This design comes from an exercise in tuning for small area and a short achievable clock period on the open sky130 flow, not from production work.
The RTL was checked by simulation tests, not by an equivalence proof against the original design.
Power and IR drop assume default switching activity.

== wip/onyx ==
## cpu_top
module cpu_top (
  input  logic        clk,
  input  logic        reset,
  input  logic [31:0] imem_data,
  input  logic [31:0] dmem_rdata,
  output logic [31:0] imem_addr,
  output logic [31:0] dmem_addr,
  output logic [31:0] dmem_wdata,
  output logic        dmem_we,
  output logic        halted
);
==> flow/config.mk <==
export PLATFORM = sky130hd
export DESIGN_NAME = cpu_top
export DESIGN_NICKNAME = cpu_top
export VERILOG_FILES = /design/flow/design.v
export SDC_FILE = /design/flow/constraint.sdc
export NUM_CORES = 4
export LEC_CHECK = 0
export CAP_MARGIN = 20
export CORE_MARGIN = 2
export CORE_UTILIZATION = 35
export CTS_BUF_LIST = sky130_fd_sc_hd__clkbuf_8 sky130_fd_sc_hd__clkbuf_16
export CTS_CLUSTER_DIAMETER = 80
export CTS_CLUSTER_SIZE = 30
export PLACE_DENSITY = 0.42
export SETUP_SLACK_MARGIN = 3
export SLEW_MARGIN = 20
export TNS_END_PERCENT = 20
==> flow/constraint.sdc <==
create_clock -name core_clock -period 12.0 [get_ports {clk}]
set_input_delay 2.4000 -clock core_clock [delete_from_list [all_inputs] [get_ports {clk}]]
set_output_delay 2.4000 -clock core_clock [all_outputs]
set_load 0.01 [all_outputs]
standard.sh (not shown) runs the stock make flow with config.mk's settings and CLKGATE_MAP_FILE= SYNTH_SCRIPT=/design/flow/synth_recipe.tcl, a recipe that flattens the netlist after the stock synthesis.
==> flow/flow/run.sh <==
#!/bin/bash
set -euo pipefail
cd "$(dirname "$0")/.."
CTS="-sink_clustering_enable -repair_clock_nets -dont_use_dummy_load"
CTS="$CTS -sink_clustering_size 30 -sink_clustering_max_diameter 80"
CTS="$CTS -buf_list {sky130_fd_sc_hd__clkbuf_8 sky130_fd_sc_hd__clkbuf_16}"
bash standard.sh "CTS_ARGS=$CTS" finish > standard_flow.log 2>&1
Modified inputs, wip/delta compared to wip/onyx
- TNS_END_PERCENT now 5, was 20
- SETUP_SLACK_MARGIN now 3.5, was 3
[summary]
Diff wip/onyx -> wip/delta | cell count | up slightly
wip/delta -> wip/onyx: net count of the mapped netlist delta 0, exact match
wip/delta vs wip/onyx, source of the critical timing path: imem_data[20] vs imem_data[18]
The setup slack of wip/delta is larger than that of wip/onyx.
Compared with wip/onyx, wip/delta shows a clock skew that is 0.014 ns lower.
Taking wip/onyx as the reference, in wip/delta wire length on met2 grew by 3.7%; peak supply drop grew by about 3.4%.
The estimated power of wip/delta ends up higher than the estimate for wip/onyx.
Setup changes, wip/delta to wip/quartz
- swapping 3.5 for 5 in SETUP_SLACK_MARGIN
- swapping 30 for 24 in CTS_CLUSTER_SIZE
- swapping 80 for 60 in CTS_CLUSTER_DIAMETER
==> flow/run.sh (new file) <==
#!/bin/bash
# synth_recipe.tcl (not shown) runs the flow's synth.tcl, then flattens the netlist and writes it again
# the make line also repeats each setting of config.mk as NAME=value (left out here)
make -C /OpenROAD-flow-scripts/flow DESIGN_CONFIG=/design/flow/config.mk WORK_HOME=/design/flow/orfs CLKGATE_MAP_FILE= SYNTH_SCRIPT=/design/flow/synth_recipe.tcl finish
removed: flow/flow/run.sh
removed: flow/standard.sh
==> run notes <==
- In summary, wip/quartz completed successfully, with a layout that passed the timing, DRC and antenna checks.
- Clock-pin slew of the registers on the worst-case setup and hold paths: wip/quartz < wip/delta
- Max proportion of power drawn by the clock network across wip/delta and wip/quartz: wip/quartz
- Count of clock-buffer cells in the layout: wip/quartz > wip/delta
diff inputs: wip/quartz => wip/amber
- TNS_END_PERCENT: 5 -> 2
- CTS_CLUSTER_DIAMETER: 60 -> 80
- CTS_CLUSTER_SIZE: 24 -> 30
- SETUP_SLACK_MARGIN: 5 -> 4
--- outcome ---
Diff wip/quartz -> wip/amber: portion of total power attributed to combinational logic grew by 0.2 points, maximum clock skew at final layout grew by 0.015 ns.
In the reports for wip/amber and wip/quartz, the larger half-perimeter wire length of the detailed placement result belongs to wip/amber.
Via count of the routed design sits lower in wip/amber than in wip/quartz.
## Diff of input files: wip/harbor against wip/amber
- a change of SETUP_SLACK_MARGIN from 4 to 3
- a change of TNS_END_PERCENT from 2 to 5
==> flow/flow/run.sh (new file) <==
#!/bin/bash
set -euo pipefail
cd "$(dirname "$0")/.."
CTS="-sink_clustering_enable -repair_clock_nets -dont_use_dummy_load"
CTS="$CTS -sink_clustering_size 30 -sink_clustering_max_diameter 80"
CTS="$CTS -buf_list {sky130_fd_sc_hd__clkbuf_8 sky130_fd_sc_hd__clkbuf_16}"
bash standard.sh "CTS_ARGS=$CTS" RECOVER_POWER=50 finish > standard_flow.log 2>&1
==> flow/standard.sh (new file) <==
#!/bin/bash
# synth_recipe.tcl (not shown) runs the flow's synth.tcl, then flattens the netlist and writes it again
# the make line also repeats each setting of config.mk as NAME=value (left out here)
make -C /OpenROAD-flow-scripts/flow DESIGN_CONFIG=/design/flow/config.mk WORK_HOME=/design/flow/orfs CLKGATE_MAP_FILE= SYNTH_SCRIPT=/design/flow/synth_recipe.tcl "${@:-finish}"
removed: flow/run.sh
Results
wip/harbor completed end to end; final checks failed (max-capacitance violations, max-slew violations).
The share of post-route cells with drive strength above 1 in wip/harbor sits 4.8 points below the value recorded for wip/amber.
wip/harbor ends up with a sequential share of layout area that is 2.4 points higher than in wip/amber.
Against wip/amber, the final cell area of wip/harbor is lower.
Compared with wip/amber, in wip/harbor wire length has decreased; post-route fraction of the period consumed by the critical path has increased; critical path depth has decreased; multi-input combinational gate total has remained practically unchanged; post-route worst hold slack has remained practically unchanged.
Against wip/amber, wip/harbor comes in 0.29 points higher on met3 usage in global routing.
Routed length on met2 in wip/harbor is about 3% lower than in wip/amber

---

cpu_top again, from the RTL that the note above started with.
==> flow/config.mk <==
export PLATFORM = sky130hd
export DESIGN_NAME = cpu_top
export DESIGN_NICKNAME = cpu_top
export VERILOG_FILES = /design/flow/design.v
export SDC_FILE = /design/flow/constraint.sdc
export NUM_CORES = 4
export LEC_CHECK = 0
export CAP_MARGIN = 20
export CORE_MARGIN = 2
export CORE_UTILIZATION = 35
export CTS_BUF_LIST = sky130_fd_sc_hd__clkbuf_8 sky130_fd_sc_hd__clkbuf_16
export CTS_CLUSTER_DIAMETER = 80
export CTS_CLUSTER_SIZE = 30
export PLACE_DENSITY = 0.42
export SETUP_SLACK_MARGIN = 3
export SLEW_MARGIN = 20
export TNS_END_PERCENT = 5
==> flow/constraint.sdc <==
create_clock -name core_clock -period 12.0 [get_ports {clk}]
set_input_delay 2.4000 -clock core_clock [delete_from_list [all_inputs] [get_ports {clk}]]
set_output_delay 2.4000 -clock core_clock [all_outputs]
set_load 0.01 [all_outputs]
==> flow/flow/run.sh <==
#!/bin/bash
set -euo pipefail
cd "$(dirname "$0")/.."
CTS="-sink_clustering_enable -repair_clock_nets -dont_use_dummy_load"
CTS="$CTS -sink_clustering_size 30 -sink_clustering_max_diameter 80"
CTS="$CTS -buf_list {sky130_fd_sc_hd__clkbuf_8 sky130_fd_sc_hd__clkbuf_16}"
bash standard.sh "CTS_ARGS=$CTS" finish > standard_flow.log 2>&1
Next try:
==> flow/run.sh (new file) <==
#!/bin/bash
# synth_recipe.tcl (not shown) runs the flow's synth.tcl, then flattens the netlist and writes it again
# the make line also repeats each setting of config.mk as NAME=value (left out here)
make -C /OpenROAD-flow-scripts/flow DESIGN_CONFIG=/design/flow/config.mk WORK_HOME=/design/flow/orfs CLKGATE_MAP_FILE= SYNTH_SCRIPT=/design/flow/synth_recipe.tcl finish
--- a/flow/config.mk
+++ b/flow/config.mk
@@ -13,0 +14 @@
+export GPL_TIMING_DRIVEN = 0
@@ -15 +16 @@
-export SETUP_SLACK_MARGIN = 3
+export SETUP_SLACK_MARGIN = 4
removed: flow/flow/run.sh
removed: flow/standard.sh
Synthesized area does not change. Critical path depth fell by 4. Routed wire length rose by roughly a tenth. Final area rose by roughly a tenth. Worst hold slack gets worse by 4.1 ps. Synthesized cell count is unchanged. Setup slack gets worse by 300 ps. First-iteration DRC count rose by roughly a tenth. Via count rose by a few percent. Fmax fell by a few percent.

==> afterwards: timing with drivers on the ports <==
Ports are ideal in the flow. The routed layouts listed here were re-timed in OpenROAD.
Step 1: set_driving_cell puts a clkbuf_16 on clk and a buf_2 on each other input, an assumption about the parent block.
Step 2 adds t to the input delays and takes it off the output delays; t is the mean of the earliest and latest rising clock arrival at the registers after step 1. Input paths then give back, and output paths get back, about the clock's delay inside the block.
a / b / c = ideal ports / drivers / drivers and shift; a / b = the first two.
| run | t (ns) | setup WS [ns] | hold WS [ns] | worst data-port slew with drivers (ns) | cell pins on the clock port's net |
|---|---|---|---|---|---|
| wip/onyx | 0.766 | 2.463 / 2.394 / 2.145 | 0.511 / 0.511 / 0.511 | 0.21 | 1 |
| wip/delta | 0.757 | 2.506 / 2.325 / 2.299 | 0.537 / 0.537 / 0.537 | 0.22 | 1 |
| wip/quartz | 0.817 | 2.434 / 2.254 / 2.254 | 0.507 / 0.507 / 0.507 | 0.23 | 1 |
| wip/amber | 0.785 | 2.424 / 2.273 / 1.953 | 0.518 / 0.518 / 0.518 | 0.22 | 1 |
| wip/harbor | 0.766 | 1.419 / 1.393 / 1.183 | 0.517 / 0.517 / 0.517 | 0.21 | 1 |
| the first run of note 2 | 0.767 | 2.426 / 2.357 / 2.118 | 0.508 / 0.508 / 0.508 | 0.22 | 1 |
| the second run of note 2 | 0.803 | 2.126 / 2.091 / 1.903 | 0.504 / 0.504 / 0.504 | 0.07 | 1 |
For wip/amber, which loses most, drivers alone change the setup slack by -0.151 ns; drivers and shift together by -0.471 ns.
